This is an optimization exercise on Yosys and OpenROAD, whose aim is small area and a short achievable clock period, not a production implementation. No activity file was given, so power comes from the tool's default toggle rates.

==> job 7326: inputs <==
Design goodness_tracker, start of the top module:
module goodness_tracker
#(
  parameter int CORE_NUM            = 4,
  parameter int POST_NEUR_PARALLEL  = 8,
  parameter int POST_NEUR_MEM_WIDTH = 13,
  parameter int GOODNESS_WIDTH      = 24
) (
  input  logic                                                    clk,
  input  logic                                                    rst,
  input  logic [CORE_NUM-1:0]                                     core_valid,
  input  logic [CORE_NUM-1:0]                                     core_last,
  input  logic [CORE_NUM-1:0]                                     core_clear,
  input  logic [CORE_NUM*POST_NEUR_PARALLEL*POST_NEUR_MEM_WIDTH-1:0] core_mem_bus,
  input  logic                                                    mode,
  input  logic [3:0]                                              avg_shift,
  input  logic [GOODNESS_WIDTH-1:0]                               theta,
  output logic [CORE_NUM*GOODNESS_WIDTH-1:0]                      sample_bus,
  output logic [CORE_NUM*GOODNESS_WIDTH-1:0]                      avg_bus,
  output logic [CORE_NUM-1:0]                                     done,
  output logic [CORE_NUM-1:0]                                     above_theta
);
==> module goodness_tracker, before the edit <==
module goodness_tracker
#(
  parameter int CORE_NUM            = 4,
  parameter int POST_NEUR_PARALLEL  = 8,
  parameter int POST_NEUR_MEM_WIDTH = 13,
  parameter int GOODNESS_WIDTH      = 24
) (
  input  logic                                                    clk,
  input  logic                                                    rst,
  input  logic [CORE_NUM-1:0]                                     core_valid,
  input  logic [CORE_NUM-1:0]                                     core_last,
  input  logic [CORE_NUM-1:0]                                     core_clear,
  input  logic [CORE_NUM*POST_NEUR_PARALLEL*POST_NEUR_MEM_WIDTH-1:0] core_mem_bus,
  input  logic                                                    mode,
  input  logic [3:0]                                              avg_shift,
  input  logic [GOODNESS_WIDTH-1:0]                               theta,
  output logic [CORE_NUM*GOODNESS_WIDTH-1:0]                      sample_bus,
  output logic [CORE_NUM*GOODNESS_WIDTH-1:0]                      avg_bus,
  output logic [CORE_NUM-1:0]                                     done,
  output logic [CORE_NUM-1:0]                                     above_theta
);
  localparam int P     = POST_NEUR_PARALLEL;
  localparam int M     = POST_NEUR_MEM_WIDTH;
  localparam int G     = GOODNESS_WIDTH;
  localparam int T_W   = 28;    
  localparam logic [G-1:0] G_MAX = '1;
  logic [CORE_NUM*P*(M-1)-1:0] mag_q;
  logic [CORE_NUM*P-1:0]       g_q;
  logic [CORE_NUM*P-1:0]       h_q;
  for (genvar k = 0; k < CORE_NUM*P; k++) begin : g_in
    always_ff @(posedge clk) begin
      mag_q[k*(M-1) +: M-1] <= core_mem_bus[k*M +: M-1];
      g_q[k]                <= mode & ~core_mem_bus[k*M + M-1];
      h_q[k]                <= ~mode & ~core_mem_bus[k*M + M-1];
    end
  end
  for (genvar c = 0; c < CORE_NUM; c++) begin : g_core
    logic             s1_valid;
    logic             s1_last;
    logic             s2_valid;    
    logic             seeded;
    logic             done_q;
    logic             above_q;
    logic [G-1:0]     acc_q;
    logic [G-1:0]     sample_q;
    logic [G-1:0]     avg_q;
    logic [T_W-1:0]   tot_s;
    logic [T_W-1:0]   tot_c;
    logic [T_W-1:0]   tot;
    logic [G-1:0]     acc_sat;
    logic             sat;
    logic [G-1:0]     cmp_s;
    logic [G-1:0]     cmp_c;
    logic [G+1:0]     cmp;
    logic             above_d;
    logic [P*(M-1)-1:0] ny;
    logic [P*(M-1)-1:0] nl;
    logic [3:0]       sh;
    logic [G-1:0]     avg_dn;
    logic [G-1:0]     smp_dn;
    logic [G-1:0]     avg_next;
    for (genvar n = 0; n < P; n++) begin : g_neur
      logic [M-2:0] x;
      assign x = mag_q[(c*P+n)*(M-1) +: M-1];
      assign ny[n*(M-1) +: M-1] = ~(x & {(M-1){g_q[c*P+n]}});
      assign nl[n*(M-1) +: M-1] = ~(x & {(M-1){h_q[c*P+n]}});
    end
    goodness_beat_reduce u_reduce (
      .ny    (ny),
      .nl    (nl),
      .acc   (acc_q),
      .sum_s (tot_s),
      .sum_c (tot_c)
    );
    assign tot     = tot_s + tot_c;
    assign sat     = |tot[T_W-1:G];
    assign acc_sat = sat ? G_MAX : tot[G-1:0];
    for (genvar i = 0; i < G; i++) begin : g_cmp
      goodness_fa u_fa (
        .a  (tot_s[i]),
        .b  (tot_c[i]),
        .c  (~theta[i]),
        .s  (cmp_s[i]),
        .co (cmp_c[i])
      );
    end
    assign cmp     = {2'b00, cmp_s} + {1'b0, cmp_c, 1'b0};
    assign above_d = sat ? ~&theta : |cmp[G+1:G];
    assign sh       = seeded ? avg_shift : 4'd0;
    assign avg_dn   = avg_q >> sh;
    assign smp_dn   = sample_q >> sh;
    assign avg_next = avg_q - avg_dn + smp_dn;
    always_ff @(posedge clk or posedge rst) begin
      if (rst) begin
        s1_valid <= 1'b0;
        s1_last  <= 1'b0;
        s2_valid <= 1'b0;
        seeded   <= 1'b0;
        done_q   <= 1'b0;
        above_q  <= 1'b0;
        acc_q    <= '0;
        sample_q <= '0;
        avg_q    <= '0;
      end else if (core_clear[c]) begin
        s1_valid <= 1'b0;
        s1_last  <= 1'b0;
        s2_valid <= 1'b0;
        seeded   <= 1'b0;
        done_q   <= 1'b0;
        above_q  <= 1'b0;
        acc_q    <= '0;
        sample_q <= '0;
        avg_q    <= '0;
      end else begin
        s1_valid <= core_valid[c];
        s1_last  <= core_valid[c] & core_last[c];
        done_q   <= s2_valid;
        s2_valid <= s1_valid & s1_last;
        if (s2_valid) begin
          avg_q  <= avg_next;
          seeded <= 1'b1;
        end
        if (s1_valid) begin
          if (s1_last) begin
            sample_q <= acc_sat;
            above_q  <= above_d;
            acc_q    <= '0;
          end else begin
            acc_q    <= acc_sat;
          end
        end
      end
    end
    assign sample_bus[c*G +: G] = sample_q;
    assign avg_bus[c*G +: G]    = avg_q;
    assign done[c]              = done_q;
    assign above_theta[c]       = above_q;
  end
endmodule
Settings: LEC_CHECK=0, CAP_MARGIN=20, CORE_MARGIN=2, CORE_UTILIZATION=38, SLEW_MARGIN=20, SYNTH_HIERARCHICAL=1, SYNTH_MINIMUM_KEEP_SIZE=0; clock period 15.0 ns.
run.sh (not shown) runs the stock make flow with config.mk's settings and CLKGATE_MAP_FILE= SYNTH_SCRIPT=/design/flow/synth_recipe.tcl, a recipe that flattens the netlist after the stock synthesis.
==> inputs of job 8764, as changes to job 7326 <==
--- a/flow/design.v
+++ b/flow/design.v
@@ -3180,13 +3180,21 @@
   logic [CORE_NUM*P-1:0]       h_q;
   for (genvar k = 0; k < CORE_NUM*P; k++) begin : g_in
+    logic en;
+    assign en = core_valid[k/P] & ~core_clear[k/P] & ~core_mem_bus[k*M + M-1];
     always_ff @(posedge clk) begin
       mag_q[k*(M-1) +: M-1] <= core_mem_bus[k*M +: M-1];
-      g_q[k]                <= mode & ~core_mem_bus[k*M + M-1];
-      h_q[k]                <= ~mode & ~core_mem_bus[k*M + M-1];
+    end
+    always_ff @(posedge clk or posedge rst) begin
+      if (rst) begin
+        g_q[k] <= 1'b0;
+        h_q[k] <= 1'b0;
+      end else begin
+        g_q[k] <= en & mode;
+        h_q[k] <= en & ~mode;
+      end
     end
   end
   for (genvar c = 0; c < CORE_NUM; c++) begin : g_core
-    logic             s1_valid;
-    logic             s1_last;
+    logic             s1_last;     
     logic             s2_valid;    
     logic             seeded;
@@ -3208,6 +3216,8 @@
     logic [P*(M-1)-1:0] nl;
     logic [3:0]       sh;
-    logic [G-1:0]     avg_dn;
-    logic [G-1:0]     smp_dn;
+    logic [G:0]       dif;
+    logic [G:0]       dif_sh;
+    logic [G-1:0]     lt;
+    logic [G:0]       avg_sum;
     logic [G-1:0]     avg_next;
     for (genvar n = 0; n < P; n++) begin : g_neur
@@ -3239,10 +3249,11 @@
     assign above_d = sat ? ~&theta : |cmp[G+1:G];
     assign sh       = seeded ? avg_shift : 4'd0;
-    assign avg_dn   = avg_q >> sh;
-    assign smp_dn   = sample_q >> sh;
-    assign avg_next = avg_q - avg_dn + smp_dn;
+    assign dif      = {1'b0, sample_q} - {1'b0, avg_q};
+    assign dif_sh   = $signed(dif) >>> sh;
+    assign lt       = dif[G-1:0] ^ sample_q ^ avg_q;
+    assign avg_sum  = {avg_q, 1'b1} + {dif_sh[G-1:0], lt[sh]};
+    assign avg_next = avg_sum[G:1];
     always_ff @(posedge clk or posedge rst) begin
       if (rst) begin
-        s1_valid <= 1'b0;
         s1_last  <= 1'b0;
         s2_valid <= 1'b0;
@@ -3254,5 +3265,4 @@
         avg_q    <= '0;
       end else if (core_clear[c]) begin
-        s1_valid <= 1'b0;
         s1_last  <= 1'b0;
         s2_valid <= 1'b0;
@@ -3264,20 +3274,17 @@
         avg_q    <= '0;
       end else begin
-        s1_valid <= core_valid[c];
         s1_last  <= core_valid[c] & core_last[c];
         done_q   <= s2_valid;
-        s2_valid <= s1_valid & s1_last;
+        s2_valid <= s1_last;
         if (s2_valid) begin
           avg_q  <= avg_next;
           seeded <= 1'b1;
         end
-        if (s1_valid) begin
-          if (s1_last) begin
-            sample_q <= acc_sat;
-            above_q  <= above_d;
-            acc_q    <= '0;
-          end else begin
-            acc_q    <= acc_sat;
-          end
+        if (s1_last) begin
+          sample_q <= acc_sat;
+          above_q  <= above_d;
+          acc_q    <= '0;
+        end else begin
+          acc_q    <= acc_sat;
         end
       end
SETUP_SLACK_MARGIN = 5   (was not set)
==> qor summary <==
Outcome: job 7326 complete, no violations; job 8764 complete, no violations
R2R setup slack: job 7326 5690 ps; job 8764 5430 ps
Leakage: job 7326 59.7 nW; job 8764 59.9 nW
Relative area change from synthesis to final layout: job 7326 7.44%; job 8764 7.52%
Routed vias/inst: job 7326 5.54; job 8764 5.61
Post-layout worst setup margin: job 7326 5690 ps; job 8764 5430 ps
Multi-input gates: job 7326 9003; job 8764 9322
Largest net degree at the start of global routing: job 7326 119; job 8764 130
Power of the clock network: job 7326 2.31 mW; job 8764 2.48 mW
Area share of xor/xnor cells in the synthesized design: job 7326 0.0122; job 8764 0.0261
Total length of routed met2 wires: job 7326 194000 um; job 8764 204000 um
Biggest fanout along the worst timing path: job 7326 25; job 8764 49
Non-clock inverters: job 7326 393; job 8764 468
Pwr dens: job 7326 134 nW/um2; job 8764 70.0 nW/um2
Share of cell area taken by multi-input logic gates: job 7326 0.723; job 8764 0.722
Compound-cell area share of the yosys netlist: job 7326 0.0712; job 8764 0.0884
No run of this note included a check of the RTL's function; only the layout flow was run.

[static timing again, ports no longer ideal]
The flow's constraints put no driver on any port. The routed layouts listed below were extracted and timed again, unchanged, in two steps. Step 1, drivers: a clkbuf_16 drives clk and a buf_2 each remaining input, both assumed. Step 2 moves the port delays by t, midway between the first and last clock arrival at a register: inputs arrive t later, outputs are due t later. That takes back most of the time a late clock gives input paths. Slacks: ideal / step 1 / step 2; pairs: ideal / step 1.
run	shift t [ns]	setup slack, ns	hold WS [ns]	worst slew at a driven data input, ns	pins driven straight from the clock port
job 7326	0.911	5.687 / 5.687 / 5.687	0.514 / 0.514 / 0.514	0.12	1
job 8764	0.911	5.428 / 5.428 / 5.428	0.505 / 0.505 / 0.505	0.17	1
After both steps setup and hold are still met in every run listed.
